Context: an optimization exercise on an open-source flow, tuned for small area and a short achievable clock period. The choices shown serve that exercise and are no tape-out recipe. RTL that was checked went through simulation tests only; none was proved equivalent to the original. Function not checked in runs 1 and 2: the RTL went through the layout flow alone. Power and IR drop assume default switching activity.

File: flow/design.v
package sdn_parser_pkg;
    localparam int PRS_DATA_W       = 512;
    localparam int PRS_OFFSET_W     = 32;
    localparam int DEP_FIELD_W      = 128;
    localparam int HEAD_FIELD_LEN_W = 9;
    localparam int FILL_W = $clog2(PRS_DATA_W) + 1;
    localparam int BITS_W = HEAD_FIELD_LEN_W + 1;
    localparam int EXT_W  = PRS_DATA_W + DEP_FIELD_W;
    localparam int SPILL_W = DEP_FIELD_W - 1;
endpackage
import sdn_parser_pkg::*;
module sdn_deparser_bit_packer
(
    input  logic [DEP_FIELD_W-1:0]      field,
    input  logic [FILL_W-2:0]           amt,
    output logic [PRS_DATA_W-1:0]       rot
);
    logic [PRS_DATA_W-1:0] stg [0:FILL_W-1];
    assign stg[0] = {{(PRS_DATA_W-DEP_FIELD_W){1'b0}}, field};
    for (genvar k = 0; k < FILL_W-1; k++) begin : g_stage
        assign stg[k+1] = amt[k] ? {stg[k][(1<<k)-1:0], stg[k][PRS_DATA_W-1:(1<<k)]}
                                 : stg[k];
    end
    assign rot = stg[FILL_W-1];
endmodule
import sdn_parser_pkg::*;
module sdn_deparser_emission_core
(
    input  logic                        clk,
    input  logic                        resetn,
    input  logic [PRS_OFFSET_W-1:0]     dep_start_addr_i,
    input  logic [DEP_FIELD_W-1:0]      dep_field_data_i,
    input  logic [HEAD_FIELD_LEN_W-1:0] dep_field_len_i,
    input  logic                        dep_field_valid_i,
    input  logic                        dep_field_last_i,
    output logic                        dep_field_ready_o,
    output logic [PRS_DATA_W-1:0]       dep_data_word_o,
    output logic                        dep_data_valid_o,
    input  logic                        dep_data_ready_i,
    output logic                        dep_data_last_o,
    output logic [BITS_W-1:0]           dep_data_bits_o,
    output logic [PRS_OFFSET_W-1:0]     dep_finish_addr_o,
    output logic                        dep_finished_o,
    output logic                        dep_hold_en_o
);
    localparam int LO_W = PRS_DATA_W - SPILL_W;
    logic [PRS_DATA_W-1:0]       word_q;
    logic [PRS_DATA_W-1:LO_W]    spill_q;
    logic                        acc_w_q;
    logic                        acc_r_q;
    logic [FILL_W-2:0]           fill_q;
    logic                        flush_q;
    logic                        valid_q;
    logic                        last_q;
    logic [BITS_W-1:0]           bits_q;
    logic                        in_hdr_q;
    logic [PRS_OFFSET_W-1:0]     addr_q;
    logic [PRS_OFFSET_W-1:0]     finish_addr_q;
    logic                        finished_q;
    logic                        defer_q;
    logic                        big;
    logic [7:0]                  field_n;
    logic [DEP_FIELD_W-1:0]      masked;
    logic [FILL_W-1:0]           sum;
    logic                        done;
    logic                        rem_zero;
    logic                        sum_zero;
    logic [PRS_DATA_W-1:0]       rot;
    logic                        field_ready;
    logic                        accept;
    logic                        out_fire;
    logic                        flush_fire;
    logic                        load;
    logic                        last_hs;
    logic                        zero_done;
    logic [PRS_OFFSET_W-1:0]     done_addr;
    assign big     = dep_field_len_i[8] | dep_field_len_i[7];
    assign field_n = {big, dep_field_len_i[6:0] & {7{~big}}};
    always_comb begin
        for (int j = 0; j < DEP_FIELD_W; j++)
            masked[j] = dep_field_data_i[j] & !flush_q & (big | (7'(j) < dep_field_len_i[6:0]));
    end
    assign sum      = {1'b0, fill_q} + {2'b0, field_n};
    assign done     = sum[FILL_W-1];
    assign rem_zero = (sum[FILL_W-2:0] == '0);
    assign sum_zero = rem_zero & !done;
    sdn_deparser_bit_packer u_packer (
        .field (masked),
        .amt   (sum[FILL_W-2:0]),
        .rot   (rot)
    );
    assign field_ready = !flush_q && (!valid_q || dep_data_ready_i);
    assign out_fire    = valid_q && dep_data_ready_i;
    assign accept      = field_ready && dep_field_valid_i;
    assign flush_fire  = flush_q && out_fire;
    assign load        = accept || flush_fire;
    assign last_hs     = out_fire && last_q;
    assign zero_done   = accept && dep_field_last_i && sum_zero;
    assign done_addr   = (in_hdr_q ? addr_q : dep_start_addr_i) + PRS_OFFSET_W'(field_n);
    logic keep_w;
    logic take_r;
    logic take_hi;
    assign keep_w  = !load || acc_w_q;
    assign take_r  = load && acc_r_q;
    assign take_hi = load && !done;
    always_ff @(posedge clk) begin
        for (int i = 0; i < LO_W; i++)
            word_q[i] <= (keep_w & word_q[i]) | (load & rot[i]);
        for (int i = LO_W; i < PRS_DATA_W; i++)
            word_q[i] <= (keep_w & word_q[i]) | (take_r & spill_q[i]) | (take_hi & rot[i]);
        if (accept)
            spill_q <= rot[PRS_DATA_W-1:LO_W];
    end
    always_ff @(posedge clk) begin
        if (load) begin
            if (flush_fire) begin
                bits_q <= BITS_W'(fill_q);
                last_q <= 1'b1;
            end else if (done) begin
                bits_q <= BITS_W'(PRS_DATA_W);
                last_q <= dep_field_last_i && rem_zero;
            end else begin
                bits_q <= BITS_W'(sum);
                last_q <= 1'b1;
            end
        end
        if (accept)
            addr_q <= done_addr;
        finish_addr_q <= (defer_q || last_hs) ? addr_q : done_addr;
    end
    always_ff @(posedge clk or negedge resetn) begin
        if (!resetn) begin
            acc_w_q    <= 1'b0;
            acc_r_q    <= 1'b0;
            fill_q     <= '0;
            flush_q    <= 1'b0;
            valid_q    <= 1'b0;
            in_hdr_q   <= 1'b0;
            finished_q <= 1'b0;
            defer_q    <= 1'b0;
        end else begin
            if (out_fire)
                valid_q <= 1'b0;
            if (flush_fire) begin
                flush_q <= 1'b0;
                valid_q <= 1'b1;
                fill_q  <= '0;
                acc_w_q <= 1'b0;
                acc_r_q <= 1'b0;
            end
            if (accept) begin
                in_hdr_q <= !dep_field_last_i;
                acc_w_q  <= !done && !dep_field_last_i;
                acc_r_q  <= done;
                fill_q   <= (!done && dep_field_last_i) ? '0 : sum[FILL_W-2:0];
                if (done) begin
                    valid_q <= 1'b1;
                    flush_q <= dep_field_last_i && !rem_zero;
                end else if (dep_field_last_i && !sum_zero) begin
                    valid_q <= 1'b1;
                end
            end
            finished_q <= defer_q || last_hs || zero_done;
            defer_q    <= (defer_q || last_hs) && zero_done;
        end
    end
    assign dep_field_ready_o = field_ready;
    assign dep_hold_en_o     = !field_ready;
    assign dep_data_word_o   = word_q;
    assign dep_data_valid_o  = valid_q;
    assign dep_data_last_o   = last_q;
    assign dep_data_bits_o   = bits_q;
    assign dep_finish_addr_o = finish_addr_q;
    assign dep_finished_o    = finished_q;
endmodule
File: flow/run.sh
#!/bin/bash
# synth_recipe.tcl (not shown) runs the flow's synth.tcl, then flattens the netlist and writes it again
# the make line also repeats each setting of config.mk as NAME=value (left out here)
make -C /OpenROAD-flow-scripts/flow DESIGN_CONFIG=/design/flow/config.mk WORK_HOME=/design/flow/orfs CLKGATE_MAP_FILE= SYNTH_SCRIPT=/design/flow/synth_recipe.tcl finish
File: flow/config.mk
export PLATFORM = sky130hd
export DESIGN_NAME = sdn_deparser_emission_core
export DESIGN_NICKNAME = sdn_deparser_emission_core
export VERILOG_FILES = /design/flow/design.v
export SDC_FILE = /design/flow/constraint.sdc
export NUM_CORES = 4
export LEC_CHECK = 0
export CAP_MARGIN = 20
export CORE_MARGIN = 2
export CORE_UTILIZATION = 25
export SETUP_SLACK_MARGIN = 3.0
export SLEW_MARGIN = 20
File: flow/constraint.sdc
create_clock -name core_clock -period 8.0 [get_ports {clk}]
set_input_delay 1.6000 -clock core_clock [delete_from_list [all_inputs] [get_ports {clk}]]
set_output_delay 1.6000 -clock core_clock [all_outputs]
set_load 0.01 [all_outputs]
==> results by group, run 1 <==
Outcome
  – Status: timing/DRC/antenna clean

Global routing
  – Largest net degree at the start of global routing: approximately 140
  – Remaining global-route overflow: 0
  – Number of global-route vias before repair: 53960
  – Antenna violations before repair: 28
  – First-pass GRT wire length: ~470 mm
  – Total Routing Usage GR: 0.3509

Synthesis
  – Syn_nets: 5528
  – Post-Synthesis Cells: around 5300
  – Synth async-reset ratio: 0.02192
  – Top area cells in the synthesized netlist: dfxtp_1, edfxtp_1, a22oi_1, nand2_1, mux2i_1
  – Synth cell types: 127
  – Synth top area share: 0.2334
  – Ys flop type: dfxtp_1
  – Mapped Area: 0.04666 mm²
  – Synth Area per Inst: 8.725 µm²
  – EDFF count, synth: 170
  – Most frequent cell after synthesis: nand2_1
  – Post-synth top cells: nand2_1, dfxtp_1, o21ai_0
  – Synth area leader: dfxtp_1
  – Seq/Total Area, Yosys: 0.3514
  – Post-synthesis register bit count: 730
  – Synth Warn #: 3

Timing
  – Final setup violation count: 0
  – Max_slew headroom: 0.1417
  – Final number of hold-violating endpoints: 0
  – Worst-case clock skew: 58.87 ps
  – RSZ-0062 raised after global routing: true
  – Final worst-path cycle share: 0.6433
  – Setup TNS Final: 0 ps
  – Hold slack: 446.7 ps
  – Slew at the pin closest to its max-slew limit: about 1300 ps
  – Fmax: 194.3 MHz
  – Final slew viol count: 0
  – Min Clock Period, post-route: 5147 ps

Worst setup path
  – Worst reg-to-reg setup slack: 3090 ps
  – Worst Path Max Fanout: 46
  – CP Capture Type: flip-flop
  – Worst setup path end: spill_q[433]
  – CP Launch Type: input pin
  – Critical path class: in -> reg
  – CP startpoint: dep_field_len_i[4]
  – Arr. time, crit path: 5600 ps
  – Worst r2r dst: word_q[179]
  – Critical Path RT: 8450 ps
  – Cells on worst reg2reg path: 11
  – Reg2reg start: flush_q

Clock tree
  – CTS sink cnt: 730
  – Clk pin slew, worst setup/hold paths: 60 ps
  – CTS root buffer: clkbuf_16
  – Clock buffer depth: 3
  – TritonCTS Buffers: slightly below 90
  – H-tree depth: 3
  – Latest clock arrival within the worst-skew pair: 740 ps
  – TritonCTS clock tree: done

Floorplanning
  – Effective utilization at floorplan: 0.2516
  – Rows: 158
  – Die Ht: ~440 µm
  – Total core area: roughly 0.19 mm²
  – IO Count: 733
  – Die Wd: 436.0 µm
  – Die Area: ~0.19 mm²

Drt
  – DRC: 0
  – WL final: 353.7 mm
  – DR vias: 57770
  – Routed Antenna Nets: 0
  – Iter 0 DRT Violations: 9658
  – First-pass DRT Iterations: 11
  – WL/cell: around 40 µm
  – Vias per inst: between 6 and 7

Finish
  – Area grow syn2layout: 47.07%
  – Share of cells above drive strength 1: 0.2656
  – Register area: 0.01640 mm²
  – Multi-input logic area: 0.03286 mm²
  – FILL cells: around 19000
  – Nets: 6379

Power
  – VDD IR max: 0.2217 mV
  – Power Density: 461.7 mW/mm²
  – Leakage Power: 24.03 nW

Placement
  – DP Wirelength: 258.3 mm
  – Final GP Congestion: roughly 1.0
  – PortBufs: 732

Flow run
  – Max-Cap Viols: 0

Min path
  – Worst hold path class: reg -> reg
-- routing by layer --
metal | wire length [µm] | track usage | share of wire
met1 | 124800 | 0.4121 | 0.35
met2 | 149400 | 0.5275 | 0.42
met3 | 43030 | 0.1052 | 0.12
met4 | 36350 | 0.2862 | 0.10
met5 | 105 | 0 | 0.00030
-- cell usage in the layout (no fill, tap or decap), types with 91 or more instances in the layout --
cell             Yosys  layout
a21oi_1            226     165
a222oi_1           107     107
a22oi_1            315     244
buf_4               35     405
clkbuf_16            0      96
clkdlybuf4s50_1      0     722
dfxtp_1            544     544
edfxtp_1           170     170
mux2i_1            218     119
nand2_1            618     582
nand3_1            135     125
nor2_1             310     243
o211ai_1           155     155
o21ai_0            369     200
o21ai_1             48     160
o221ai_1           164     123
o22ai_1            112      91
-- metrics by stage --
step	instance area, µm²	setup slack (ps)	power [W]	utilization	cells
after floorplan	49880	1949	0.01490	-	5348
after global placement	59590	998.7	0.02388	0.3214	8306
after detailed placement	59670	946.2	0.02394	0.3218	8309
after CTS	66150	2978	0.02961	0.3567	8640
after global routing	68590	2864	0.03193	0.3699	8754
final	68620	2853	0.03168	0.3701	8767
-- worst max-delay path: stages --
cell and delay, ps:
buf_6 230, or4_1 790, o21ai_0 640, o221a_2 340, a21oi_1 70, a21oi_1 200
a21oi_2 200, a21oi_2 520, buf_4 330, nand2_1 70, o21ai_1 420, o22ai_1 150
-- power breakdown --
part	total, W	switching, W	internal, W	leakage (nW)
Clock	0.00415	0.00180	0.00235	1.43
Sequential	0.00704	0.00160	0.00544	6.37
Combinational	0.0205	0.0126	0.00785	16.2
-- logic make-up after synthesis --
group           share of synthesized area
buf+inv                           0.05556
fa+ha+maj                        0.002038
flops                              0.3514
xor+xnor                          0.01271
simple gates                       0.1338
compound gates                     0.3522
mux                               0.09233
-- worst min path at each step --
stage,start,end,cells after the start
global placement,word_q[52],word_q[52],2
finish,word_q[64],word_q[64],2
CTS,word_q[64],word_q[64],2
detailed placement,word_q[64],word_q[64],2
floorplan,spill_q[401],word_q[401],2
global route,word_q[52],word_q[52],2
-- final cells by class --
cell class / instances / area share
Tap cell: 2480 / 0.04522
Antenna cell: 14 / 0.0005105
Clock buffer: 130 / 0.03749
Timing Repair Buffer: 1291 / 0.1911
Inverter: 36 / 0.002553
Clock inverter: 33 / 0.005306
Sequential cell: 730 / 0.2390
Multi-Input combinational cell: 4053 / 0.4788
-- timing repair --
action	CTS	global route
resized for setup	375	270
hold buffers	0	0
setup endpoints to repair	647	543
gates cloned	4	7
hold endpoints to repair	0	0
pin swaps	59	70
setup buffers	164	106
-- flip-flops by register name, summed over array words and instances, names as in the netlist --
| name | count |
|---|---|
| acc_r_q | 1 |
| acc_w_q | 1 |
| addr_q | 32 |
| bits_q | 10 |
| defer_q | 1 |
| fill_q | 9 |
| finish_addr_q | 32 |
| finished_q | 1 |
| flush_q | 1 |
| in_hdr_q | 1 |
| last_q | 1 |
| spill_q | 127 |
| valid_q | 1 |
| word_q | 512 |
==> run 2: changes to the inputs <==
--- a/flow/design.v
+++ b/flow/design.v
@@ -80,7 +80,11 @@
         for (int j = 0; j < DEP_FIELD_W; j++)
             masked[j] = dep_field_data_i[j] & !flush_q & (big | (7'(j) < dep_field_len_i[6:0]));
     end
-    assign sum      = {1'b0, fill_q} + {2'b0, field_n};
+    logic [FILL_W-1:0] sum_small;
+    logic [FILL_W-1:0] sum_big;
+    assign sum_small = {1'b0, fill_q} + {3'b0, dep_field_len_i[6:0]};
+    assign sum_big   = {1'b0, fill_q} + FILL_W'(DEP_FIELD_W);
+    assign sum       = big ? sum_big : sum_small;
     assign done     = sum[FILL_W-1];
     assign rem_zero = (sum[FILL_W-2:0] == '0);
     assign sum_zero = rem_zero & !done;
==> flow/flow/run.sh (new file) <==
#!/bin/bash
# The standard layout, except that the port buffers are the smallest buffer
# (sky130_fd_sc_hd__buf_1) instead of the resizer's default pick; timing repair
# upsizes the ones on critical paths.
set -euo pipefail
export BUFFER_PORTS_ARGS="-buffer_cell sky130_fd_sc_hd__buf_1"
bash standard.sh > standard.log 2>&1
==> flow/standard.sh (new file) <==
#!/bin/bash
# synth_recipe.tcl (not shown) runs the flow's synth.tcl, then flattens the netlist and writes it again
# the make line also repeats each setting of config.mk as NAME=value (left out here)
make -C /OpenROAD-flow-scripts/flow DESIGN_CONFIG=/design/flow/config.mk WORK_HOME=/design/flow/orfs CLKGATE_MAP_FILE= SYNTH_SCRIPT=/design/flow/synth_recipe.tcl "${@:-finish}"
--- a/flow/config.mk
+++ b/flow/config.mk
@@ -5,8 +5,9 @@
 export SDC_FILE = /design/flow/constraint.sdc
 export NUM_CORES = 4
 export LEC_CHECK = 0
+export ABC_AREA = 1
 export CAP_MARGIN = 20
 export CORE_MARGIN = 2
-export CORE_UTILIZATION = 25
-export SETUP_SLACK_MARGIN = 3.0
+export CORE_UTILIZATION = 50
+export SETUP_SLACK_MARGIN = 3.5
 export SLEW_MARGIN = 20
removed: flow/run.sh
==> results by group, run 2 <==
Drt
  – DRC: 0
  – Iter 0 DRT Violations: 16050
  – Vias per inst: ~7.4
  – WL/cell: approximately 36 µm
  – WL final: 311.1 mm
  – First-pass DRT Iterations: 23
  – DR vias: 63950
  – Routed Antenna Nets: 0

Placement
  – Dpl ws: 1705 ps
  – PortBufs: 732
  – Final GP Congestion: around 1.2
  – Inst Count DP: 8331
  – DP Wirelength: 217.7 mm

Synthesis
  – Synth top area share: 0.2352
  – Seq/Total Area, Yosys: 0.3541
  – Post-synthesis register bit count: 730
  – Top area cells in the synthesized netlist: dfxtp_1, nand3_1, nand2_1, edfxtp_1, nand4_1
  – Synth Warn #: 3
  – Synth Area per Inst: 6.693 µm²
  – Post-Synthesis Cells: 6918
  – Post-synth top cells: nand3_1, nand2_1, dfxtp_1
  – Synth area leader: dfxtp_1
  – Ys flop type: dfxtp_1
  – Synth async-reset ratio: 0.02192
  – EDFF count, synth: 170
  – Mapped Area: ~0.046 mm²
  – Syn_nets: 7110
  – Synth cell types: 45
  – Most frequent cell after synthesis: nand3_1

Floorplanning
  – Die Area: ~0.095 mm²
  – Effective utilization at floorplan: 0.5051
  – Die Ht: 308.3 µm
  – Die Wd: around 300 µm
  – IO Count: about 730
  – Total core area: a little over 0.09 mm²
  – Rows: 111

Finish
  – Area grow syn2layout: 22.67%
  – Share of cells above drive strength 1: 0.1273
  – Flip-flop count of the largest register after layout: 512
  – Commonest non-fill, non-tap cell in the layout: nand3_1
  – Nets: 7512
  – Post-layout util: 0.6196
  – Most frequent cells in the layout: nand3_1, nand2_1, buf_1, dfxtp_1, nand4_1
  – Non-Filler Instances: 8591
  – Largest register by flop count: word_q
  – FILL cells: slightly below 8000
  – Top Registers: word_q x512, spill_q x127

Timing
  – Final setup violation count: 0
  – RSZ-0062 raised after global routing: true
  – Worst-case clock skew: 40.01 ps
  – Setup TNS Final: 0 ps
  – Slew at the pin closest to its max-slew limit: approximately 1300 ps
  – Final setup margin: around 3300 ps
  – Final number of hold-violating endpoints: 0
  – Fmax: 210.8 MHz
  – Final slew viol count: 0
  – Final worst-path cycle share: 0.5931
  – Max_slew headroom: 0.1120
  – Min Clock Period, post-route: approximately 4700 ps

Clock tree
  – Clock buffer depth: 3
  – TritonCTS Buffers: 78
  – Clk pin slew, worst setup/hold paths: approximately 70 ps
  – H-tree depth: 3
  – CTS root buffer: clkbuf_16
  – Latest clock arrival within the worst-skew pair: 730 ps
  – TritonCTS clock tree: done
  – CTS sink cnt: 730

Power
  – VDD IR max: 0.3512 mV
  – Power Density: 594.0 mW/mm²
  – Leakage Power: 23.25 nW

Worst setup path
  – CP Capture Type: flip-flop
  – CP Launch Type: input pin
  – Worst Path Max Fanout: 11
  – Cells on worst reg2reg path: 11
  – Worst r2r dst: word_q[452]
  – Reg2reg start: flush_q
  – Arr. time, crit path: 5200 ps
  – Critical path class: in -> reg
  – Critical Path RT: about 8500 ps
  – Worst reg-to-reg setup slack: 3600 ps
  – CP startpoint: dep_field_len_i[2]

Global routing
  – First-pass GRT wire length: 417.7 mm
  – Remaining global-route overflow: 0
  – Largest net degree at the start of global routing: about 180
  – Number of global-route vias before repair: 56300
  – Total Routing Usage GR: 0.6178
  – Antenna violations before repair: 14

Flow run
  – Max-Cap Viols: 0

Min path
  – Worst hold path class: reg -> reg
  – Hold Path End: word_q[215]
  – Hold_sp: word_q[215]
  – Hold path cells: 2

Outcome
  – Status: timing/DRC/antenna clean
==> run 2: changes by cell type in the layout (fill, tap and decap cells not counted), sizes merged, moves of 107 or more <==
| cell | change |
|---|---|
| a32o | +119 |
| clkdlybuf4s50 | -722 |
| a222oi | -107 |
| o21ai | -160 |
| nand2 | +964 |
| buf | +322 |
| inv | +293 |
| mux2 | -109 |
| o221ai | -166 |
| a21oi | -193 |
| nand4 | +475 |
| mux2i | -241 |
| a22oi | -308 |
| nand3 | +1953 |
==> run 2: worst max path at each step <==
| stage | endpoint | slack, ps | depth (start not counted) |
|---|---|---|---|
| after CTS | spill_q[395] | 3400 | 16 |
| final | spill_q[507] | 3260 | 15 |
| after detailed placement | spill_q[395] | 1700 | 16 |
| after floorplan | fill_q[0] | 2880 | 6 |
| after global routing | spill_q[393] | 3340 | 16 |
| after global placement | spill_q[395] | 1760 | 16 |
==> run 2: through the flow <==
step / total power, W / hold WS [ps] / cell area [µm²]
2_1_floorplan: 0.01684 / 436.5 / 46320
3_5_place_dp: 0.02516 / 446.4 / 49050
5_1_grt: 0.03365 / 478.7 / 56760
6_report: 0.03374 / 455.7 / 56790
4_1_cts: 0.02985 / 455.1 / 53420
3_3_place_gp: 0.02493 / 437.9 / 49050
==> run 2: cell type report <==
type,instances,area [µm²],share of cell area
multi-input cells,5277,29780,0.5243
flip-flops and latches,730,16400,0.2888
repair buffers,893,4938,0.08695
clock buffers,109,2228,0.03924
well taps,1186,1484,0.02613
inverters,330,1409,0.02481
clock inverters,35,412.9,0.007270
repair inverters,10,90.09,0.001586
diodes,21,52.55,0.0009253
==> run 2: logic make-up after synthesis <==
family,share of synthesized area
buffers and inverters,0.08142
adder cells (fa/ha/maj),0.005189
AND/OR/NAND/NOR,0.4597
AO/OA/AOI/OAI,0.09267
multiplexers,0.0006486
flip-flops,0.3541
XOR/XNOR,0.006216
==> run 2: critical path, stage by stage <==
cell,delay [ps]
buf_2,190
inv_1,430
nand2_1,310
inv_2,310
nand2_1,150
nand4_1,130
nand3_1,210
nand3_1,260
nand3_1,330
nand3_2,300
nand3_2,220
nand3_1,240
nand3_1,260
nand2_1,170
nor2_1,50
==> run 2: power by group <==
group	switching, W	internal (W)
Sequential	0.00125	0.00568
Clock	0.00174	0.00208
Combinational	0.0177	0.00526
==> run 2: timing repair <==
action,CTS,global route
endpoints found under the setup margin,643,637
hold buffers,0,0
gates resized for setup,247,572
setup buffers,23,41
pin swaps,9,28
cloned,20,10
==> run 2: per-layer routing <==
metal / vias up / routed length, µm / part of all wire / GRT usage
li1: 25290 / - / - / -
met1: 29440 / 101400 / 0.33 / 0.7089
met2: 7038 / 114400 / 0.37 / 0.8178
met3: 2150 / 57990 / 0.19 / 0.3450
met4: 31 / 36070 / 0.12 / 0.5109
met5: - / 1259 / 0.0040 / 0.09561
==> run 3: changes to the inputs <==
--- a/flow/design.v
+++ b/flow/design.v
@@ -80,11 +80,7 @@
         for (int j = 0; j < DEP_FIELD_W; j++)
             masked[j] = dep_field_data_i[j] & !flush_q & (big | (7'(j) < dep_field_len_i[6:0]));
     end
-    logic [FILL_W-1:0] sum_small;
-    logic [FILL_W-1:0] sum_big;
-    assign sum_small = {1'b0, fill_q} + {3'b0, dep_field_len_i[6:0]};
-    assign sum_big   = {1'b0, fill_q} + FILL_W'(DEP_FIELD_W);
-    assign sum       = big ? sum_big : sum_small;
+    assign sum      = {1'b0, fill_q} + {2'b0, field_n};
     assign done     = sum[FILL_W-1];
     assign rem_zero = (sum[FILL_W-2:0] == '0);
     assign sum_zero = rem_zero & !done;
@@ -101,17 +97,13 @@
     assign last_hs     = out_fire && last_q;
     assign zero_done   = accept && dep_field_last_i && sum_zero;
     assign done_addr   = (in_hdr_q ? addr_q : dep_start_addr_i) + PRS_OFFSET_W'(field_n);
-    logic keep_w;
-    logic take_r;
-    logic take_hi;
-    assign keep_w  = !load || acc_w_q;
-    assign take_r  = load && acc_r_q;
-    assign take_hi = load && !done;
     always_ff @(posedge clk) begin
-        for (int i = 0; i < LO_W; i++)
-            word_q[i] <= (keep_w & word_q[i]) | (load & rot[i]);
-        for (int i = LO_W; i < PRS_DATA_W; i++)
-            word_q[i] <= (keep_w & word_q[i]) | (take_r & spill_q[i]) | (take_hi & rot[i]);
+        if (load) begin
+            for (int i = 0; i < LO_W; i++)
+                word_q[i] <= (acc_w_q & word_q[i]) | rot[i];
+            for (int i = LO_W; i < PRS_DATA_W; i++)
+                word_q[i] <= (acc_w_q & word_q[i]) | (acc_r_q & spill_q[i]) | (rot[i] & !done);
+        end
         if (accept)
             spill_q <= rot[PRS_DATA_W-1:LO_W];
     end
==> flow/run.sh (new file) <==
#!/bin/bash
# synth_recipe.tcl (not shown) runs the flow's synth.tcl, then flattens the netlist and writes it again
# the make line also repeats each setting of config.mk as NAME=value (left out here)
make -C /OpenROAD-flow-scripts/flow DESIGN_CONFIG=/design/flow/config.mk WORK_HOME=/design/flow/orfs CLKGATE_MAP_FILE= SYNTH_SCRIPT=/design/flow/synth_recipe.tcl finish
--- a/flow/config.mk
+++ b/flow/config.mk
@@ -5,9 +5,8 @@
 export SDC_FILE = /design/flow/constraint.sdc
 export NUM_CORES = 4
 export LEC_CHECK = 0
-export ABC_AREA = 1
 export CAP_MARGIN = 20
 export CORE_MARGIN = 2
-export CORE_UTILIZATION = 50
-export SETUP_SLACK_MARGIN = 3.5
+export CORE_UTILIZATION = 25
+export SETUP_SLACK_MARGIN = 0.2
 export SLEW_MARGIN = 20
removed: flow/flow/run.sh
removed: flow/standard.sh
==> results by group, run 3 <==
Synthesis
  – Post-Synthesis Cells: around 5300
  – Top area cells in the synthesized netlist: edfxtp_1, nand2_1, mux2i_1, a22oi_1, a222oi_1
  – Post-synthesis register bit count: 730
  – Synth top area share: 0.3969
  – Mapped Area: 0.05160 mm²
  – Syn_nets: ~5500
  – Post-synth top cells: nand2_1, edfxtp_1, o21ai_0
  – Most frequent cell after synthesis: nand2_1
  – EDFF count, synth: 682
  – Ys flop type: edfxtp_1
  – Synth area leader: edfxtp_1
  – Synth cell types: around 130
  – Synth async-reset ratio: 0.02192
  – Synth Warn #: 3
  – Seq/Total Area, Yosys: 0.4171
  – Synth Area per Inst: 9.782 µm²

Worst setup path
  – Slowest-stage cell, CP: o21ai_0
  – CP Launch Type: input pin
  – Most used cell along the critical path: o21ai_0
  – Critical Path RT: 8440 ps
  – Worst Path Max Fanout: 29
  – Critical path class: in -> reg
  – CP Capture Type: flip-flop
  – Reg2reg start: fill_q[1]
  – Cells on worst reg2reg path: 13
  – Buf+Inv Stages, Crit Path: 2
  – Worst r2r dst: word_q[366]
  – Worst-path cell chain: clkdlybuf4s50_1 > buf_4 > or4_1 > nand2_1 > o21ai_0 > o21ai_0 > mux2i_1 > o21ai_0 > mux2_2 > nor2_1 > o2bb2ai_1 > o221ai_1
  – Worst reg-to-reg setup slack: 2490 ps
  – Crit-path leading delay family: compound AO/OA/AOI/OAI gates
  – Arr. time, crit path: 7350 ps
  – Worst path max stage delay: roughly 1000 ps

Drt
  – First-pass DRT Iterations: 13
  – WL final: 370.9 mm
  – DRC: 0
  – Iter 0 DRT Violations: around 10000
  – DR vias: 57420
  – Routed Antenna Nets: 0
  – Vias per inst: 6.542
  – WL/cell: 42.26 µm

Floorplanning
  – Die Wd: 458.3 µm
  – IO Count: 733
  – Total core area: 0.2048 mm²
  – Effective utilization at floorplan: 0.2520
  – Die Area: 0.2100 mm²
  – Die Ht: 458.3 µm
  – Rows: 166

Min path
  – Hold path cells: 2
  – Hold Path End: finish_addr_q[0]
  – Hold_sp: addr_q[0]
  – Worst hold path class: reg -> reg

Timing
  – Final number of hold-violating endpoints: 0
  – RSZ-0062 raised after global routing: false
  – Slew at the pin closest to its max-slew limit: between 1000 and 1500 ps
  – Final setup margin: 1098 ps
  – Final worst-path cycle share: 0.8627
  – Fmax: between 100 and 150 MHz
  – Worst-case clock skew: 101.3 ps
  – Min Clock Period, post-route: 6902 ps
  – Max_slew headroom: 0.1688
  – Final setup violation count: 0
  – Final slew viol count: 0

Global routing
  – Largest net degree at the start of global routing: between 150 and 200
  – Number of global-route vias before repair: between 50000 and 60000
  – Total Routing Usage GR: 0.3371
  – Remaining global-route overflow: 0
  – First-pass GRT wire length: 492.2 mm
  – Antenna violations before repair: 15

Clock tree
  – CTS sink cnt: 730
  – CTS root buffer: clkbuf_16
  – Post-cts sizing count: 0
  – # hold bufs at CTS: 0
  – TritonCTS clock tree: done
  – TritonCTS Buffers: 88
  – H-tree depth: 3
  – Latest clock arrival within the worst-skew pair: 790 ps
  – Post-CTS setup buffers: 0
  – Clock buffer depth: 3
  – Clk pin slew, worst setup/hold paths: 60 ps

Placement
  – Final GP Congestion: 0.9969
  – DP Wirelength: between 200 and 300 mm
  – PortBufs: 732
  – Inst Count DP: between 8000 and 9000
  – Dpl ws: 680.7 ps

Finish
  – Area grow syn2layout: 29.60%
  – Most frequent cells in the layout: clkdlybuf4s50_1, nand2_1, edfxtp_1, buf_4, o21ai_0
  – Largest register by flop count: word_q
  – Top Registers: word_q x512, spill_q x127
  – Non-Filler Instances: just under 9000
  – Nets: 6194
  – FILL cells: 20940
  – Share of cells above drive strength 1: 0.1543
  – Flip-flop count of the largest register after layout: 512
  – Commonest non-fill, non-tap cell in the layout: clkdlybuf4s50_1

Outcome
  – Status: timing/DRC/antenna clean

Power
  – Power Density: approximately 640 mW/mm²
  – VDD IR max: 0.4631 mV
  – Leakage Power: around 23 nW

Flow run
  – Max-Cap Viols: 0
run 3: cell count changes after synthesis, sizes merged, moves of 280 or more:
cell | before | now
nand4 | 487 | 14
inv | 330 | 27
mux2i | 3 | 283
edfxtp | 170 | 682
nand2 | 1578 | 693
dfxtp | 544 | 32
nand3 | 2088 | 97
a22oi | 9 | 301
run 3: worst max-delay path by stage:
stage                        from          end  slack, ps  depth (start not counted)
3_5_place_dp   dep_field_len_i[7]  word_q[187]        680                         12
5_1_grt        dep_field_len_i[8]  word_q[493]       1220                         13
2_1_floorplan    dep_data_ready_i    bits_q[0]      -5430                          6
6_report       dep_field_len_i[7]  word_q[187]       1100                         12
4_1_cts        dep_field_len_i[7]  word_q[187]       1460                         12
3_3_place_gp   dep_field_len_i[7]  word_q[187]        620                         12
run 3: worst min-delay path: stages, from the launching register on:
cell      delay [ps]
edfxtp_1         350
nand2_1           50
nand2_1           60
run 3: through the flow:
step | setup TNS (ps) | hold slack [ps] | cell area [µm²] | power [W] | util
2_1_floorplan | -2852000 | 435.2 | 51630 | 0.02142 | -
3_3_place_gp | 0 | 463.1 | 63850 | 0.03707 | 0.3118
3_5_place_dp | 0 | 476.4 | 63860 | 0.03715 | 0.3118
4_1_cts | 0 | 492.1 | 66840 | 0.04152 | 0.3264
5_1_grt | 0 | 526.4 | 66860 | 0.04315 | 0.3265
6_report | 0 | 492.9 | 66870 | 0.04286 | 0.3265
run 3: cell type report:
type | count | area (µm²) | area share
multi-input cells | 3999 | 27890 | 0.4171
flip-flops and latches | 730 | 21530 | 0.3219
repair buffers | 1167 | 10970 | 0.1640
well taps | 2688 | 3363 | 0.05029
clock buffers | 110 | 2315 | 0.03461
clock inverters | 44 | 656.9 | 0.009823
inverters | 28 | 125.1 | 0.001871
diodes | 10 | 25.02 | 0.0003742
run 3: cell families after synthesis:
kind of cell / count (synthesis) / share of synthesized area
mux: 423 / 0.09147
fa+ha+maj: 11 / 0.002425
buf+inv: 546 / 0.04770
compound gates: 2113 / 0.3088
flops: 730 / 0.4171
xor+xnor: 57 / 0.01033
simple gates: 1395 / 0.1222
run 3: power breakdown:
part	switching (W)	internal [W]
logic	0.0200	0.00918
clock network	0.00184	0.00246
registers	0.00208	0.00732
run 3: layer usage:
metal | vias up | global-route usage | routed length (µm)
li1 | 22800 | - | -
met1 | 28910 | 0.4093 | 136200
met2 | 4675 | 0.5281 | 165100
met3 | 1027 | 0.07952 | 38870
met4 | 6 | 0.2312 | 30630
met5 | - | 0 | 39
==> run 4: changes to the inputs <==
--- a/flow/design.v
+++ b/flow/design.v
@@ -22,6 +22,30 @@
                                  : stg[k];
     end
     assign rot = stg[FILL_W-1];
+endmodule
+module sdn_therm_gt #(
+    parameter int W  = 7,
+    parameter int WH = 3
+)
+(
+    input  logic [W-1:0]      x,
+    output logic [2**W-1:0]   gt
+);
+    localparam int WL = W - WH;
+    logic [2**WH-1:0] gt_h;
+    logic [2**WH-1:0] eq_h;
+    logic [2**WL-1:0] gt_l;
+    always_comb begin
+        for (int i = 0; i < 2**WH; i++) begin
+            gt_h[i] = (x[W-1:WL] > WH'(i));
+            eq_h[i] = (x[W-1:WL] == WH'(i));
+        end
+        for (int i = 0; i < 2**WL; i++)
+            gt_l[i] = (x[WL-1:0] > WL'(i));
+        for (int i = 0; i < 2**WH; i++)
+            for (int k = 0; k < 2**WL; k++)
+                gt[i*(2**WL) + k] = gt_h[i] | (eq_h[i] & gt_l[k]);
+    end
 endmodule
 import sdn_parser_pkg::*;
 module sdn_deparser_emission_core
@@ -76,11 +100,46 @@
     logic [PRS_OFFSET_W-1:0]     done_addr;
     assign big     = dep_field_len_i[8] | dep_field_len_i[7];
     assign field_n = {big, dep_field_len_i[6:0] & {7{~big}}};
+    logic [DEP_FIELD_W-1:0] len_gt;
+    sdn_therm_gt #(.W(7), .WH(3)) u_len_therm (
+        .x  (dep_field_len_i[6:0]),
+        .gt (len_gt)
+    );
     always_comb begin
         for (int j = 0; j < DEP_FIELD_W; j++)
-            masked[j] = dep_field_data_i[j] & !flush_q & (big | (7'(j) < dep_field_len_i[6:0]));
-    end
-    assign sum      = {1'b0, fill_q} + {2'b0, field_n};
+            masked[j] = dep_field_data_i[j] & accept & (big | len_gt[j]);
+    end
+    logic [FILL_W-1:0] sum_small;
+    logic [FILL_W-1:0] sum_big;
+    logic [6:0]        pg_g [0:3];
+    logic [6:0]        pg_p [0:3];
+    logic [7:0]        cy;
+    always_comb begin
+        for (int i = 0; i < 7; i++) begin
+            pg_g[0][i] = fill_q[i] & dep_field_len_i[i];
+            pg_p[0][i] = fill_q[i] ^ dep_field_len_i[i];
+        end
+        for (int l = 0; l < 3; l++)
+            for (int i = 0; i < 7; i++) begin
+                if (i >= (1 << l)) begin
+                    pg_g[l+1][i] = pg_g[l][i] | (pg_p[l][i] & pg_g[l][i - (1 << l)]);
+                    pg_p[l+1][i] = pg_p[l][i] & pg_p[l][i - (1 << l)];
+                end else begin
+                    pg_g[l+1][i] = pg_g[l][i];
+                    pg_p[l+1][i] = pg_p[l][i];
+                end
+            end
+        cy[0] = 1'b0;
+        for (int i = 0; i < 7; i++)
+            cy[i+1] = pg_g[3][i];
+        for (int i = 0; i < 7; i++)
+            sum_small[i] = pg_p[0][i] ^ cy[i];
+        sum_small[7] = fill_q[7] ^ cy[7];
+        sum_small[8] = fill_q[8] ^ (fill_q[7] & cy[7]);
+        sum_small[9] = fill_q[8] & fill_q[7] & cy[7];
+    end
+    assign sum_big   = {fill_q[8] & fill_q[7], fill_q[8] ^ fill_q[7], !fill_q[7], fill_q[6:0]};
+    assign sum       = big ? sum_big : sum_small;
     assign done     = sum[FILL_W-1];
     assign rem_zero = (sum[FILL_W-2:0] == '0);
     assign sum_zero = rem_zero & !done;
@@ -97,15 +156,17 @@
     assign last_hs     = out_fire && last_q;
     assign zero_done   = accept && dep_field_last_i && sum_zero;
     assign done_addr   = (in_hdr_q ? addr_q : dep_start_addr_i) + PRS_OFFSET_W'(field_n);
+    logic keep_w;
+    logic take_r;
+    assign keep_w  = !load || acc_w_q;
+    assign take_r  = load && acc_r_q;
     always_ff @(posedge clk) begin
-        if (load) begin
-            for (int i = 0; i < LO_W; i++)
-                word_q[i] <= (acc_w_q & word_q[i]) | rot[i];
-            for (int i = LO_W; i < PRS_DATA_W; i++)
-                word_q[i] <= (acc_w_q & word_q[i]) | (acc_r_q & spill_q[i]) | (rot[i] & !done);
-        end
-        if (accept)
-            spill_q <= rot[PRS_DATA_W-1:LO_W];
+        for (int i = 0; i < LO_W; i++)
+            word_q[i] <= (keep_w & word_q[i]) | rot[i];
+        for (int i = LO_W; i < PRS_DATA_W; i++)
+            word_q[i] <= (keep_w & word_q[i]) | (take_r & spill_q[i]) | (!done & rot[i]);
+        for (int i = LO_W; i < PRS_DATA_W; i++)
+            spill_q[i] <= (spill_q[i] & !accept) | rot[i];
     end
     always_ff @(posedge clk) begin
         if (load) begin
==> flow/flow/run.sh (new file) <==
#!/bin/bash
# The standard layout, except that the port buffers are the smallest buffer
# (sky130_fd_sc_hd__buf_1) instead of the resizer's default pick; timing repair
# upsizes the ones on critical paths.
set -euo pipefail
export BUFFER_PORTS_ARGS="-buffer_cell sky130_fd_sc_hd__buf_1"
bash standard.sh > standard.log 2>&1
==> flow/standard.sh (new file) <==
#!/bin/bash
# synth_recipe.tcl (not shown) runs the flow's synth.tcl, then flattens the netlist and writes it again
# the make line also repeats each setting of config.mk as NAME=value (left out here)
make -C /OpenROAD-flow-scripts/flow DESIGN_CONFIG=/design/flow/config.mk WORK_HOME=/design/flow/orfs CLKGATE_MAP_FILE= SYNTH_SCRIPT=/design/flow/synth_recipe.tcl "${@:-finish}"
--- a/flow/config.mk
+++ b/flow/config.mk
@@ -5,8 +5,9 @@
 export SDC_FILE = /design/flow/constraint.sdc
 export NUM_CORES = 4
 export LEC_CHECK = 0
+export ABC_AREA = 1
 export CAP_MARGIN = 20
 export CORE_MARGIN = 2
-export CORE_UTILIZATION = 25
-export SETUP_SLACK_MARGIN = 0.2
+export CORE_UTILIZATION = 45
+export SETUP_SLACK_MARGIN = 3.5
 export SLEW_MARGIN = 20
removed: flow/run.sh
==> results by group, run 4 <==
Outcome
  – Status: timing/DRC/antenna clean

Synthesis
  – Seq/Total Area, Yosys: 0.3285
  – Synth top area share: 0.2918
  – Ys flop type: dfxtp_1
  – EDFF count, synth: 43
  – Post-Synthesis Cells: 7376
  – Synth area leader: dfxtp_1
  – Top area cells in the synthesized netlist: dfxtp_1, nand3_1, nand2_1, nand4_1, inv_1
  – Synth async-reset ratio: 0.02192
  – Mapped Area: 0.04604 mm²
  – Most frequent cell after synthesis: nand3_1
  – Post-synthesis register bit count: 730
  – Synth Area per Inst: between 6 and 7 µm²
  – Post-synth top cells: nand3_1, nand2_1, dfxtp_1
  – Synth Warn #: 6
  – Synth cell types: 45
  – Syn_nets: 7568

Timing
  – Worst-case clock skew: 42.95 ps
  – Final number of hold-violating endpoints: 0
  – Fmax: 209.0 MHz
  – Final slew viol count: 0
  – Max_slew headroom: 0.3585
  – Final worst-path cycle share: 0.5980
  – RSZ-0062 raised after global routing: true
  – Final setup violation count: 0
  – Slew at the pin closest to its max-slew limit: around 960 ps
  – Setup TNS Final: 0 ps
  – Min Clock Period, post-route: 4784 ps

Floorplanning
  – Rows: 117
  – Die Ht: 323.9 µm
  – Die Area: 0.1049 mm²
  – Effective utilization at floorplan: 0.4532
  – IO Count: 733
  – Total core area: 0.1016 mm²
  – Die Wd: between 300 and 400 µm

Power
  – VDD IR max: between 0.2 and 0.3 mV
  – Design Power: roughly 0.034 W
  – Power Density: 612.0 mW/mm²
  – Leakage Power: 25.26 nW

Worst setup path
  – CP Capture Type: flip-flop
  – Critical path class: in -> reg
  – Worst r2r dst: spill_q[425]
  – Crit-path leading delay family: simple AND/OR/NAND/NOR gates
  – Critical Path RT: between 8000 and 9000 ps
  – Worst-path cell chain: buf_2 > ha_1 > fa_1 > nand2_1 > o21ai_4 > clkinv_8 > buf_4 > nand3_1 > nand3_1 > nand3_1 > nand3_1 > nand3_2 > nand3_2 > nand2_1 > nand3_1 > o21ai_1
  – CP Launch Type: input pin
  – Reg2reg start: fill_q[0]
  – Cells on worst reg2reg path: 15
  – Worst reg-to-reg setup slack: slightly below 4000 ps
  – Worst path max stage delay: 500 ps
  – Buf+Inv Stages, Crit Path: 3
  – Slowest-stage cell, CP: fa_1
  – Worst Path Max Fanout: 12
  – Most used cell along the critical path: nand3_1
  – Arr. time, crit path: 5400 ps

Drt
  – WL final: 308.0 mm
  – WL/cell: 33.18 µm
  – DRC: 0
  – Routed Antenna Nets: 0
  – Iter 0 DRT Violations: 11270
  – First-pass DRT Iterations: 13
  – Vias per inst: 6.737
  – DR vias: 62550

Global routing
  – Largest net degree at the start of global routing: 139
  – Number of global-route vias before repair: 53820
  – Total Routing Usage GR: 0.5318
  – Antenna violations before repair: 22
  – First-pass GRT wire length: slightly below 400 mm
  – Remaining global-route overflow: 0

Finish
  – Most frequent cells in the layout: nand3_1, nand2_1, buf_1, dfxtp_1, inv_1
  – Nets: 8032
  – Flip-flop count of the largest register after layout: 512
  – Non-Filler Instances: 9284
  – Commonest non-fill, non-tap cell in the layout: nand3_1
  – Largest register by flop count: word_q
  – Post-layout util: 0.5504
  – FILL cells: 10320
  – Area grow syn2layout: 21.46%
  – Share of cells above drive strength 1: 0.09246
  – Top Registers: word_q x512, spill_q x127

Placement
  – Final GP Congestion: between 1 and 1.5
  – DP Wirelength: 211.3 mm
  – Inst Count DP: 8998
  – PortBufs: 732

Min path
  – Hold Path End: word_q[178]
  – Hold_sp: word_q[178]
  – Hold path cells: 2
  – Worst hold path class: reg -> reg

Clock tree
  – Latest clock arrival within the worst-skew pair: around 700 ps
  – CTS sink cnt: 730
  – TritonCTS Buffers: 81
  – Clk pin slew, worst setup/hold paths: 60 ps
  – CTS root buffer: clkbuf_16
  – Clock buffer depth: 3
  – H-tree depth: 3
  – TritonCTS clock tree: done

Flow run
  – Max-Cap Viols: 0
run 4: changes by cell type in the layout (fill, tap and decap cells not counted), moves of 204 or more:
cell | before | now
nand3_1 | 96 | 2351
nand2_1 | 686 | 1626
clkdlybuf4s50_1 | 727 | 0
buf_1 | 0 | 726
dfxtp_1 | 32 | 671
edfxtp_1 | 682 | 43
inv_1 | 23 | 472
nand4_1 | 14 | 356
buf_4 | 403 | 89
a22oi_1 | 298 | 4
mux2i_1 | 240 | 2
nand3_2 | 0 | 204
run 4: worst max path at each step:
stage                  startpoint            to  slack [ps]  depth (start not counted)
2_1_floorplan  dep_field_len_i[2]  spill_q[391]        3820                         18
3_3_place_gp   dep_field_len_i[0]   word_q[460]        1850                         14
3_5_place_dp   dep_field_len_i[1]   word_q[424]        1800                         18
4_1_cts        dep_field_len_i[0]   word_q[133]        3440                         16
5_1_grt        dep_field_len_i[0]   word_q[425]        3190                         16
6_report       dep_field_len_i[0]  spill_q[425]        3220                         16
run 4: area by class of cell:
cell class                 instances  area (µm²)  share of cell area
sequential                       730       15120              0.2705
timing repair buffer             939        5898              0.1055
timing repair inverter            12       127.6            0.002282
clock inverter                    27       361.6            0.006466
inverter                         497        2022             0.03616
multi-input combinational       5579       28230              0.5049
tap                             1368        1712             0.03061
antenna                           10       25.02           0.0004475
clock buffer                     122        2415             0.04318
run 4: kinds of logic (layout without fill, tap and decap cells):
group	after synthesis	count (layout)	share of synthesized area
xor gates and xnor gates	27	27	0.005300
muxes	2	2	0.0004349
DFF	730	730	0.3285
adders and majority gates	18	18	0.005218
buffers and inverters	1076	1597	0.09765
AOI/OAI and AO/OA	517	518	0.05998
and+or+nand+nor	5006	5014	0.5029
other	0	10	0
run 4: report_power, final:
part	internal, W	switching [W]	total [W]
clock network	0.00227	0.00167	0.00394
logic	0.00590	0.0173	0.0232
registers	0.00567	0.00137	0.00704
total	0.0138	0.0204	0.0342
run 4: routing by layer:
layer,GRT usage,share of wire,vias to the layer above
li1,-,-,26230
met1,0.6229,0.34,28990
met2,0.7554,0.39,5655
met3,0.2103,0.16,1655
met4,0.4512,0.11,20
met5,0.01435,0.0012,-
run 4: metrics by stage:
step	hold slack [ps]	worst slack [ps]	cell area, µm²
after floorplan	426.8	3820	46040
after detailed placement	437.4	1797	49120
after CTS	452.9	3443	53310
final	449.3	3216	55920
after global placement	436.0	1846	49110
after global routing	466.6	3191	55900
run 4: tightest hold or removal path, cell delays in order (launching register included):
cell     delay [ps]
dfxtp_1         310
nand2_1          60
nand2_1          40
run 4: what timing repair did:
item / 4_1_cts / 5_1_grt
resized for setup: 160 / 311
gates cloned: 25 / 50
hold buffers: 0 / 0
buffers inserted: 14 / 37
pin swaps: 6 / 17
setup endpoints to repair: 645 / 652
==> run 5: changes to the inputs <==
--- a/flow/design.v
+++ b/flow/design.v
@@ -155,7 +155,55 @@
     assign load        = accept || flush_fire;
     assign last_hs     = out_fire && last_q;
     assign zero_done   = accept && dep_field_last_i && sum_zero;
-    assign done_addr   = (in_hdr_q ? addr_q : dep_start_addr_i) + PRS_OFFSET_W'(field_n);
+    logic [PRS_OFFSET_W-1:0] base;
+    logic [7:0]              ag [0:3];
+    logic [7:0]              ap [0:3];
+    logic [8:0]              acy;
+    logic [7:0]              lo_small;
+    logic [7:0]              lo_big;
+    logic                    co_small;
+    logic                    co_big;
+    logic                    lo_co;
+    logic [PRS_OFFSET_W-1:8] hi_all;
+    logic [PRS_OFFSET_W-1:8] hi_pre [0:5];
+    assign base = in_hdr_q ? addr_q : dep_start_addr_i;
+    always_comb begin
+        for (int i = 0; i < 8; i++) begin
+            ag[0][i] = base[i] & ((i < 7) ? dep_field_len_i[i] : 1'b0);
+            ap[0][i] = base[i] ^ ((i < 7) ? dep_field_len_i[i] : 1'b0);
+        end
+        for (int l = 0; l < 3; l++)
+            for (int i = 0; i < 8; i++) begin
+                if (i >= (1 << l)) begin
+                    ag[l+1][i] = ag[l][i] | (ap[l][i] & ag[l][i - (1 << l)]);
+                    ap[l+1][i] = ap[l][i] & ap[l][i - (1 << l)];
+                end else begin
+                    ag[l+1][i] = ag[l][i];
+                    ap[l+1][i] = ap[l][i];
+                end
+            end
+        acy[0] = 1'b0;
+        for (int i = 0; i < 8; i++)
+            acy[i+1] = ag[3][i];
+        for (int i = 0; i < 8; i++)
+            lo_small[i] = ap[0][i] ^ acy[i];
+        co_small = acy[8];
+        lo_big   = {!base[7], base[6:0]};
+        co_big   = base[7];
+        lo_co    = big ? co_big : co_small;
+        for (int i = 8; i < PRS_OFFSET_W; i++)
+            hi_pre[0][i] = (i == 8) ? 1'b1 : base[i-1];
+        for (int l = 0; l < 5; l++)
+            for (int i = 8; i < PRS_OFFSET_W; i++)
+                hi_pre[l+1][i] = (i - 8 >= (1 << l)) ? (hi_pre[l][i] & hi_pre[l][i - (1 << l)])
+                                                     : hi_pre[l][i];
+        hi_all = hi_pre[5];
+    end
+    always_comb begin
+        done_addr[7:0] = big ? lo_big : lo_small;
+        for (int i = 8; i < PRS_OFFSET_W; i++)
+            done_addr[i] = base[i] ^ (lo_co & hi_all[i]);
+    end
     logic keep_w;
     logic take_r;
     assign keep_w  = !load || acc_w_q;
==> results by group, run 5 <==
Global routing
  – Total Routing Usage GR: 0.5151
  – Number of global-route vias before repair: approximately 53000
  – Remaining global-route overflow: 0
  – First-pass GRT wire length: 385.6 mm
  – Antenna violations before repair: 11
  – Largest net degree at the start of global routing: a little over 200

Timing
  – Final number of hold-violating endpoints: 0
  – Setup TNS Final: 0 ps
  – Min Clock Period, post-route: about 4600 ps
  – Hold slack: 451.2 ps
  – RSZ-0062 raised after global routing: true
  – Final setup violation count: 0
  – Max_slew headroom: 0.1357
  – Final slew viol count: 0
  – Slew at the pin closest to its max-slew limit: 1296 ps
  – Worst-case clock skew: 35.81 ps
  – Final worst-path cycle share: 0.5748
  – Fmax: 217.5 MHz

Drt
  – Routed Antenna Nets: 0
  – Iter 0 DRT Violations: 10880
  – Vias per inst: 6.604
  – First-pass DRT Iterations: 16
  – DR vias: 60390
  – DRC: 0
  – WL final: 288.0 mm
  – WL/cell: 31.50 µm

Finish
  – Area grow syn2layout: 20.06%
  – Largest register by flop count: word_q
  – Top Registers: word_q x512, spill_q x127
  – Most frequent cells in the layout: nand3_1, nand2_1, buf_1, dfxtp_1, inv_1
  – Nets: 7897
  – Flip-flop count of the largest register after layout: 512
  – Share of cells above drive strength 1: 0.08816
  – Commonest non-fill, non-tap cell in the layout: nand3_1

Synthesis
  – Post-Synthesis Cells: 7305
  – Mapped Area: around 0.046 mm²
  – Synth async-reset ratio: 0.02192
  – Ys flop type: dfxtp_1
  – Top area cells in the synthesized netlist: dfxtp_1, nand3_1, nand2_1, nand4_1, inv_1
  – Post-synthesis register bit count: 730
  – Synth Area per Inst: around 6.3 µm²
  – Synth Warn #: 9
  – Seq/Total Area, Yosys: 0.3301
  – Post-synth top cells: nand3_1, nand2_1, dfxtp_1
  – Most frequent cell after synthesis: nand3_1
  – EDFF count, synth: 43
  – Synth top area share: 0.2932
  – Syn_nets: 7497
  – Synth cell types: 44
  – Synth area leader: dfxtp_1

Power
  – Leakage Power: 24.45 nW
  – Power Density: 592.7 mW/mm²
  – Design Power: 0.03260 W
  – VDD IR max: roughly 0.40 mV

Placement
  – Final GP Congestion: ~1.1
  – DP Wirelength: 205.4 mm
  – PortBufs: 732

Clock tree
  – TritonCTS clock tree: done
  – TritonCTS Buffers: just over 80
  – Clock buffer depth: 3
  – H-tree depth: 3
  – Latest clock arrival within the worst-skew pair: 710 ps
  – Clk pin slew, worst setup/hold paths: about 60 ps
  – CTS sink cnt: between 700 and 800
  – # hold bufs at CTS: 0
  – CTS root buffer: clkbuf_16

Worst setup path
  – Arr. time, crit path: 5190 ps
  – CP Launch Type: input pin
  – Critical Path RT: between 8000 and 9000 ps
  – Worst reg-to-reg setup slack: between 4000 and 5000 ps
  – Worst r2r dst: word_q[504]
  – CP startpoint: dep_field_len_i[3]
  – Worst Path Max Fanout: 17
  – Critical path class: in -> reg
  – Cells on worst reg2reg path: 17
  – CP Capture Type: flip-flop
  – Reg2reg start: flush_q
  – Worst setup path end: word_q[138]

Flow run
  – Max-Cap Viols: 0

Min path
  – Worst hold path class: reg -> reg

Floorplanning
  – Die Ht: 323.1 µm
  – IO Count: about 730
  – Die Wd: 323.1 µm
  – Die Area: 0.1044 mm²
  – Effective utilization at floorplan: 0.4523
  – Total core area: around 0.10 mm²
  – Rows: ~120

Outcome
  – Status: timing/DRC/antenna clean
run 5: changes by cell type after synthesis, moves of 12 or more:
| cell | change |
|---|---|
| nand3_1 | -53 |
| clkbuf_1 | +43 |
| nand4_1 | -12 |
| buf_2 | -59 |
| o21ai_1 | -14 |
| a22oi_1 | +42 |
| o21ai_0 | +15 |
| nand2_1 | -29 |
| o211ai_1 | +35 |
| a21oi_1 | -35 |
| buf_1 | +20 |
run 5: per-stage QoR:
step	instance area, µm²	instances	util	setup WS (ps)
after floorplan	45810	7305	-	3802
after global placement	48740	8906	0.4811	1850
after detailed placement	48740	8906	0.4811	1884
after CTS	52860	9082	0.5218	3420
after global routing	54990	9138	0.5428	3398
final	55000	9144	0.5430	3401
run 5: cells by family after synthesis:
family,count (synthesis),synth area share
multiplexers,2,0.0004370
AO/OA/AOI/OAI,569,0.07084
flip-flops,730,0.3301
AND/OR/NAND/NOR,4874,0.4909
adder cells (fa/ha/maj),18,0.005244
XOR/XNOR,30,0.005899
buffers and inverters,1082,0.09657
run 5: area by class of cell:
class / instances / area (µm²)
clock buffers: 112 / 2335
well taps: 1368 / 1712
repair buffers: 877 / 4801
repair inverters: 9 / 88.84
clock inverters: 36 / 377.9
inverters: 501 / 2019
diodes: 6 / 15.01
multi-input cells: 5505 / 28530
flip-flops and latches: 730 / 15120
fillers: 10330 / 46300
run 5: timing repair:
item	4_1_cts	5_1_grt
pin swaps	6	10
setup endpoints to repair	646	653
gates resized for setup	214	302
buffers inserted	11	32
gates cloned	17	24
run 5: critical path, stage by stage:
cell and delay [ps]:
buf_1 70, buf_4 220, nor2_4 450, nand2_1 550, nand2_1 170, nand2_1 80
nand3_1 130, nand3_1 170, nand3_1 150, nand3_1 170, nand3_1 200, nand3_1 370
nand3_1 320, nand3_2 240, nand3_1 190, nand2_1 60
run 5: metal layers:
metal,track usage,routed length (µm),up-vias
met3,0.1997,41980,1328
li1,-,-,25940
met1,0.6120,101900,28110
met4,0.4075,28970,18
met2,0.7384,114700,4997
met5,0.01019,479,-
run 5: report_power, final:
| group | internal, W | switching [W] |
|---|---|---|
| clock | 0.00213 | 0.00173 |
| sequential | 0.00565 | 0.00130 |
| combinational | 0.00539 | 0.0164 |
| total | 0.0132 | 0.0194 |
run 5: worst min-delay path by stage:
stage | depth (start not counted) | slack, ps | to | startpoint
finish | 2 | 450 | word_q[163] | word_q[163]
global route | 2 | 460 | word_q[174] | word_q[174]
CTS | 2 | 450 | word_q[241] | word_q[241]
detailed placement | 2 | 440 | word_q[241] | word_q[241]
global placement | 2 | 440 | word_q[131] | word_q[131]
floorplan | 2 | 430 | spill_q[392] | spill_q[392]
==> run 6: changes to the inputs <==
==> flow/flow/run.sh (replaced) <==
#!/bin/bash
# The standard layout with two changes:
# - the port buffers are the smallest buffer (sky130_fd_sc_hd__buf_1) instead of
#   the resizer's default pick; timing repair upsizes the ones on critical paths;
# - timing repair aims at 3.5 ns of setup slack up to clock tree synthesis, and
#   at 0.5 ns after global routing.
set -euo pipefail
export BUFFER_PORTS_ARGS="-buffer_cell sky130_fd_sc_hd__buf_1"
SETUP_SLACK_MARGIN=3.5 bash standard.sh cts > standard_cts.log 2>&1
SETUP_SLACK_MARGIN=0.5 bash standard.sh finish > standard_finish.log 2>&1
--- a/flow/config.mk
+++ b/flow/config.mk
@@ -9,5 +9,4 @@
 export CAP_MARGIN = 20
 export CORE_MARGIN = 2
 export CORE_UTILIZATION = 45
-export SETUP_SLACK_MARGIN = 3.5
 export SLEW_MARGIN = 20
==> results by group, run 6 <==
Synthesis
  – Synth top area share: 0.2932
  – Most frequent cell after synthesis: nand3_1
  – Synth cell types: 44
  – Mapped Area: 0.04581 mm²
  – Synth async-reset ratio: 0.02192
  – Post-synth top cells: nand3_1, nand2_1, dfxtp_1
  – Synth area leader: dfxtp_1
  – Synth Area per Inst: roughly 6.3 µm²
  – Post-synthesis register bit count: 730
  – Syn_nets: roughly 7500
  – Seq/Total Area, Yosys: 0.3301
  – Ys flop type: dfxtp_1
  – Top area cells in the synthesized netlist: dfxtp_1, nand3_1, nand2_1, nand4_1, inv_1
  – Synth Warn #: 9
  – EDFF count, synth: 43
  – Post-Synthesis Cells: around 7300

Worst setup path
  – Critical Path RT: 8650 ps
  – Most used cell along the critical path: nand3_1
  – Worst path max stage delay: 490 ps
  – Buf+Inv Stages, Crit Path: 4
  – Critical path class: in -> reg
  – Slowest-stage cell, CP: buf_4
  – Worst Path Max Fanout: 30
  – Arr. time, crit path: 5810 ps
  – Crit-path leading delay family: simple AND/OR/NAND/NOR gates
  – Worst-path cell chain: buf_1 > inv_1 > nand2_2 > nand3_4 > inv_6 > buf_4 > nand3_1 > nand3_1 > nand3_1 > nand3_1 > nand3_1 > nand3_1 > nand3_1 > nand2_1 > nand4_1 > nand2_1
  – CP Capture Type: flip-flop
  – CP Launch Type: input pin

Global routing
  – Number of global-route vias before repair: 53040
  – Remaining global-route overflow: 0
  – Total Routing Usage GR: 0.5151
  – Antenna violations before repair: 15
  – First-pass GRT wire length: 385.6 mm
  – Largest net degree at the start of global routing: 206

Drt
  – DR vias: 59130
  – Iter 0 DRT Violations: approximately 10000
  – First-pass DRT Iterations: 10
  – Vias per inst: approximately 6.5
  – Routed Antenna Nets: 0
  – WL/cell: about 30 µm
  – WL final: 278.9 mm
  – DRC: 0

Floorplanning
  – Effective utilization at floorplan: 0.4523
  – Die Area: 0.1044 mm²
  – Die Wd: between 300 and 400 µm
  – IO Count: 733
  – Die Ht: between 300 and 400 µm
  – Rows: 117
  – Total core area: between 0.1 and 0.15 mm²

Placement
  – Final GP Congestion: 1.136
  – PortBufs: 732
  – Dpl ws: about 1900 ps
  – DP Wirelength: 205.4 mm
  – Inst Count DP: slightly below 9000

Timing
  – Final worst-path cycle share: 0.6461
  – Final number of hold-violating endpoints: 0
  – Final slew viol count: 0
  – RSZ-0062 raised after global routing: false
  – Fmax: 193.5 MHz
  – Max_slew headroom: 0.1408
  – Worst-case clock skew: 35.58 ps
  – Final setup margin: approximately 2800 ps
  – Slew at the pin closest to its max-slew limit: 1289 ps
  – Setup TNS Final: 0 ps
  – Min Clock Period, post-route: 5169 ps
  – Final setup violation count: 0

Finish
  – Share of cells above drive strength 1: 0.05756
  – Largest register by flop count: word_q
  – Most frequent cells in the layout: nand3_1, nand2_1, buf_1, dfxtp_1, inv_1
  – Nets: 7841
  – Flip-flop count of the largest register after layout: ~510
  – FILL cells: ~10000
  – Commonest non-fill, non-tap cell in the layout: nand3_1
  – Area grow syn2layout: 15.42%
  – Post-layout util: 0.5220
  – Top Registers: word_q x512, spill_q x127
  – Non-Filler Instances: 9089

Clock tree
  – # hold bufs at CTS: 0
  – CTS sink cnt: 730
  – Latest clock arrival within the worst-skew pair: 710 ps
  – H-tree depth: 3
  – Clock buffer depth: 3
  – Clk pin slew, worst setup/hold paths: 60 ps
  – CTS root buffer: clkbuf_16
  – TritonCTS clock tree: done
  – TritonCTS Buffers: a little over 80

Outcome
  – Status: timing/DRC/antenna clean

Min path
  – Worst hold path class: reg -> reg

Power
  – VDD IR max: 0.4001 mV
  – Leakage Power: 23.66 nW
  – Power Density: 593.8 mW/mm²

Flow run
  – Max-Cap Viols: 0
run 6: cell counts after synthesis:
No cell type changed its count.
run 6: final timing paths:
check	startpoint	endpoint	slack [ps]	cells past startpoint
max reg2reg	flush_q	word_q[439]	3380	14
min reg2reg	word_q[240]	word_q[240]	450	2
max in group asynchronous	resetn	acc_w_q	6330	1
min in group asynchronous	resetn	fill_q[0]	1040	1
max	dep_data_ready_i	word_q[439]	2830	16
min	word_q[240]	word_q[240]	450	2
run 6: logic make-up after synthesis:
group                      Yosys count  share of synthesized area
xor gates and xnor gates            30                   0.005899
adders and majority gates           18                   0.005244
AOI/OAI and AO/OA                  569                    0.07084
and+or+nand+nor                   4874                     0.4909
DFF                                730                     0.3301
buffers and inverters             1082                    0.09657
muxes                                2                  0.0004370
run 6: metrics by stage:
stage	hold slack [ps]	instance area, µm²	total power, W
2_1_floorplan	427.0	45810	0.01767
3_3_place_gp	435.1	48740	0.02518
3_5_place_dp	437.5	48740	0.02531
4_1_cts	452.5	52860	0.03010
5_1_grt	462.4	52860	0.03241
6_report	451.2	52880	0.03140
run 6: area by class of cell:
cell class	instances	area, µm²	share of cell area
multi-input combinational	5499	27240	0.5152
tap	1368	1712	0.03237
timing repair inverter	5	43.79	0.0008281
sequential	730	15120	0.2860
antenna	7	17.52	0.0003313
clock buffer	112	2335	0.04415
timing repair buffer	831	4044	0.07647
clock inverter	36	377.9	0.007146
inverter	501	1984	0.03753
run 6: power breakdown:
group / internal, W / leakage (nW) / switching [W] / total (W)
sequential: 0.00565 / 6.27 / 0.00129 / 0.00695
clock: 0.00213 / 1.32 / 0.00173 / 0.00386
combinational: 0.00493 / 16.1 / 0.0157 / 0.0206
total: 0.0127 / 23.7 / 0.0187 / 0.0314
run 6: metal layers:
| layer | vias to the layer above | GRT usage | share of wire |
|---|---|---|---|
| met3 | 1234 | 0.1997 | 0.14 |
| met1 | 27520 | 0.6120 | 0.36 |
| met5 | - | 0.01019 | 0.0016 |
| met4 | 30 | 0.4075 | 0.10 |
| li1 | 25790 | - | - |
| met2 | 4549 | 0.7384 | 0.40 |
run 6: timing repair:
item | 4_1_cts | 5_1_grt
buffers inserted | 11 | 0
setup endpoints to repair | 646 | 0
resized for setup | 214 | 0
run 6: worst register-to-register path, delay by kind of cell (launching register included):
kind	cells	cell delay, ps
AND/OR/NAND/NOR	11	2790
flip-flops	1	380
buffers and inverters	3	1410

==> afterwards: timing with drivers on the ports <==
The results above use ideal ports. As a check the final layouts listed here were re-extracted and re-timed, cells and wires unchanged.
Step 1: set_driving_cell puts a clkbuf_16 on clk and a buf_2 on each other input, an assumption about the parent block.
Step 2, shift: input delay + t, output delay - t, t = (earliest + latest rising clock arrival at the registers) / 2. This alone moves slack from input paths to output paths.
Slacks: ideal ports / drivers / drivers and shift; pairs: ideal ports / drivers.
| run | t (ns) | setup slack, ns | worst hold slack (ns) | worst register clock-pin slew, ns |
|---|---|---|---|---|
| run 1 | 0.802 | 2.853 / 2.907 / 2.105 | 0.447 / 0.447 / 0.447 | 0.07 / 0.07 |
| run 2 | 0.781 | 3.255 / 3.323 / 2.541 | 0.456 / 0.456 / 0.456 | 0.08 / 0.08 |
| run 3 | 0.833 | 1.098 / 1.163 / 0.331 | 0.493 / 0.493 / 0.493 | 0.07 / 0.07 |
| run 4 | 0.775 | 3.216 / 3.281 / 2.506 | 0.449 / 0.449 / 0.449 | 0.08 / 0.08 |
| run 5 | 0.778 | 3.401 / 3.466 / 2.688 | 0.451 / 0.451 / 0.451 | 0.07 / 0.07 |
| run 6 | 0.778 | 2.831 / 2.896 / 2.118 | 0.451 / 0.451 / 0.451 | 0.07 / 0.07 |
After both steps setup and hold are still met in every run listed. For run 3, which loses most, drivers alone change the setup slack by +0.065 ns; drivers and shift together by -0.767 ns.
